What follows belongs to an exercise in optimizing a design on an open flow for small area, a short achievable clock period and few clock cycles; a production flow would make more cautious choices.
Only simulation tests tie the RTL to the original design; equivalence was not proved.
Power and IR drop assume default switching activity.

==> flow/design.v <==
package wr_gen_cfg_pkg;
  typedef logic [2:0] cfg_addr_t;
  typedef logic [31:0] cfg_data_t;
  typedef logic [31:0] incr_t;
  typedef logic [64-1:0] byte_mask_t;
  typedef logic [2:0] psize_t;
  typedef logic [9-1:0] wcount_t;
endpackage
package wr_gen_data_pkg;
  typedef logic [52-1:0] addr_t;
  typedef logic [32-1:0] pattern_t;
  typedef logic [9-1:0] index_t;
  typedef logic [64*8-1:0] line_t;
  typedef enum logic [1:0] {
    IDLE  = 2'd0,
    RUN   = 2'd1,
    DRAIN = 2'd2,
    DONE  = 2'd3
  } seq_state_t;
endpackage
`timescale 1ns/10ps
module wr_gen_top
(
  input  logic                      clk,
  input  logic                      reset_n,
  input  logic                      i_cfg_wr,
  input  wr_gen_cfg_pkg::cfg_addr_t  i_cfg_addr,
  input  wr_gen_cfg_pkg::cfg_data_t  i_cfg_data,
  input  logic                      i_start,
  input  wr_gen_data_pkg::addr_t     i_base_addr,
  input  wr_gen_data_pkg::pattern_t  i_start_pattern,
  input  logic                      i_wr_ready,
  output logic                      o_busy,
  output logic                      o_wr_valid,
  output wr_gen_data_pkg::addr_t     o_wr_addr,
  output wr_gen_data_pkg::line_t     o_wr_data,
  output wr_gen_cfg_pkg::byte_mask_t o_wr_strb
);
  wr_gen_cfg_pkg::incr_t     incr;
  wr_gen_cfg_pkg::cfg_data_t mask_lo_n;
  wr_gen_cfg_pkg::cfg_data_t mask_hi_n;
  wr_gen_cfg_pkg::psize_t    psize;
  wr_gen_cfg_pkg::wcount_t   wcount;
  logic                      busy;
  logic                      valid;
  wr_gen_cfg_pkg::wcount_t   left;    
  wr_gen_data_pkg::addr_t    addr;
  logic [31:0]               lane_n;  
  logic [31:0]               lane;
  logic ps1, ps2, ps4, psv;
  logic start_acc, accept, last;
  logic [31:0] lane_start;
  logic [31:0] lane_inc;
  logic [3:0]  full;
  logic [3:0]  cin;
  logic [63:0] byte_mask;
  logic [63:0] mask_n;
  assign ps1 = (psize == 3'd1);
  assign ps2 = (psize == 3'd2);
  assign ps4 = (psize == 3'd4);
  assign psv = ps1 | ps2 | ps4;
  assign start_acc = i_start && !busy;
  assign accept    = valid && i_wr_ready;
  assign last      = (left == 9'd1);
  always_ff @(posedge clk)
  begin
    if (!reset_n)
    begin
      incr    <= '0;
      mask_lo_n <= '1;
      mask_hi_n <= '1;
      psize   <= '0;
      wcount  <= '0;
    end
    else if (i_cfg_wr && !busy)
    begin
      case (i_cfg_addr)
        3'd0:    incr    <= i_cfg_data;
        3'd1: mask_lo_n <= ~i_cfg_data;
        3'd2: mask_hi_n <= ~i_cfg_data;
        3'd3:   psize   <= i_cfg_data[2:0];
        3'd4:   wcount  <= i_cfg_data[9-1:0];
        default: ;
      endcase
    end
  end
  logic [51:0] addr_inc;
  logic        c16;         
  logic        c16_next;
  logic [16:0] lo_sum;
  logic [17:0] la_sum;
  logic [16:0] mid_sum;
  logic [16:0] st_sum;
  logic [19:0] hi_inc;
  always_comb
  begin
    lo_sum  = {1'b0, addr[15:0]} + {1'b0, incr[15:0]};
    mid_sum = {1'b0, addr[31:16]} + {1'b0, incr[31:16]} + {16'd0, c16};
    hi_inc  = addr[51:32] + 20'd1;
    addr_inc = {mid_sum[16] ? hi_inc : addr[51:32], mid_sum[15:0], lo_sum[15:0]};
    la_sum   = {2'b0, addr[15:0]} + {1'b0, incr[15:0], 1'b0};
    c16_next = c16 ? la_sum[17] : (la_sum[17] | la_sum[16]);
    st_sum   = {1'b0, i_base_addr[15:0]} + {1'b0, incr[15:0]};
  end
  always_ff @(posedge clk)
  begin
    if (!reset_n)
    begin
      busy  <= 1'b0;
      valid <= 1'b0;
    end
    else if (start_acc)
    begin
      busy  <= 1'b1;
      valid <= (wcount != '0);
    end
    else
    begin
      busy  <= valid && !(accept && last);
      valid <= valid && !(accept && last);
    end
  end
  always_comb
  begin
    case (psize)
      3'd1:    lane_start = {4{i_start_pattern[7:0]}};
      3'd2:    lane_start = {2{i_start_pattern[15:0]}};
      3'd4:    lane_start = i_start_pattern;
      default: lane_start = '0;
    endcase
  end
  always_comb
  begin
    for (int j = 0; j < 4; j++)
      full[j] = &lane[8*j +: 8];
    cin[0] = 1'b1;
    cin[1] = ps1 | full[0];
    cin[2] = ps4 ? (full[0] & full[1]) : 1'b1;
    cin[3] = ps4 ? (full[0] & full[1] & full[2]) : (ps1 | full[2]);
    for (int j = 0; j < 4; j++)
      for (int k = 0; k < 8; k++)
        lane_inc[8*j+k] = lane[8*j+k] ^ (cin[j] & (&(lane[8*j +: 8] | ~(8'hff >> (8 - k)))));
  end
  always_ff @(posedge clk)
  begin
    if (start_acc)
    begin
      addr <= i_base_addr;
      c16  <= st_sum[16];
      left <= wcount;
    end
    else if (accept)
    begin
      addr <= addr_inc;
      c16  <= c16_next;
      left <= left - 1'b1;
    end
  end
  always_ff @(posedge clk)
  begin
    if (!reset_n)
      lane_n <= '1;
    else if (start_acc)
      lane_n <= ~lane_start;
    else if (accept && psv)
      lane_n <= ~lane_inc;
  end
  assign lane      = ~lane_n;
  assign mask_n    = {mask_hi_n, mask_lo_n};
  assign byte_mask = ~mask_n;
  always_comb
  begin
    for (int i = 0; i < 64; i++)
      o_wr_data[8*i +: 8] = ~({8{mask_n[i]}} | lane_n[8*(i%4) +: 8]);
  end
  assign o_busy     = busy;
  assign o_wr_valid = valid;
  assign o_wr_addr  = addr;
  assign o_wr_strb  = byte_mask;
endmodule
Settings: LEC_CHECK=0, CAP_MARGIN=20, CORE_AREA=5 5 260 260, CTS_CLUSTER_DIAMETER=100, CTS_CLUSTER_SIZE=20, DIE_AREA=0 0 265 265, SETUP_SLACK_MARGIN=2.5, SLEW_MARGIN=20; clock period 5.0 ns.
standard.sh (not shown) runs the stock make flow with config.mk's settings and CLKGATE_MAP_FILE= SYNTH_SCRIPT=/design/flow/synth_recipe.tcl, a recipe that flattens the netlist after the stock synthesis.
==> flow/flow/run.sh <==
#!/bin/bash
# The standard layout, with the port buffers made from the smallest
# plain buffer instead of the cell buffer_ports picks by itself
set -euo pipefail
export BUFFER_PORTS_ARGS="-buffer_cell sky130_fd_sc_hd__buf_1"
bash standard.sh > standard_sh.log 2>&1
The first run produced a clean layout.
Testbench counts at the start, summed over its fixed seeds: cycles 15,876.
Next try:
Settings changed: SETUP_SLACK_MARGIN 2.5 to 2.4.
Register-to-register slack gets worse by 0.09 ns.
Worst setup slack is worse by 0.091 ns.
Via count barely changes.
Total power fell by a few percent.
Clock skew came out higher by 0.012 ns.
Sequential power hardly moves.
Critical path depth stays the same.
Clock power drops by a little under a tenth.
Cell area falls by a few percent.

port drivers added, routing unchanged:
Ports are ideal in the flow. The routed layouts listed here were re-timed in OpenROAD. Step 1 sets driving cells, clkbuf_16 on the clock port and buf_2 on the other inputs (assumed; they add their load-dependent delay and slew). Step 2 adds t to the input delays and takes it off the output delays; t is the mean of the earliest and latest rising clock arrival at the registers after step 1. Input paths then give back, and output paths get back, about the clock's delay inside the block. Three values: ideal, step 1, step 2; two values: the first two.
| run | shift t [ns] | setup WS [ns] | cell pins on the clock port's net |
|---|---|---|---|
| the first run | 0.574 | 2.304 / 2.304 / 2.118 | 1 |
| the second run | 0.570 | 2.213 / 2.213 / 1.950 | 1 |
After both steps setup and hold are still met in every run listed. The setup slack of the second run, which loses most, moves by 0.000 ns with the drivers and by -0.263 ns with both steps.
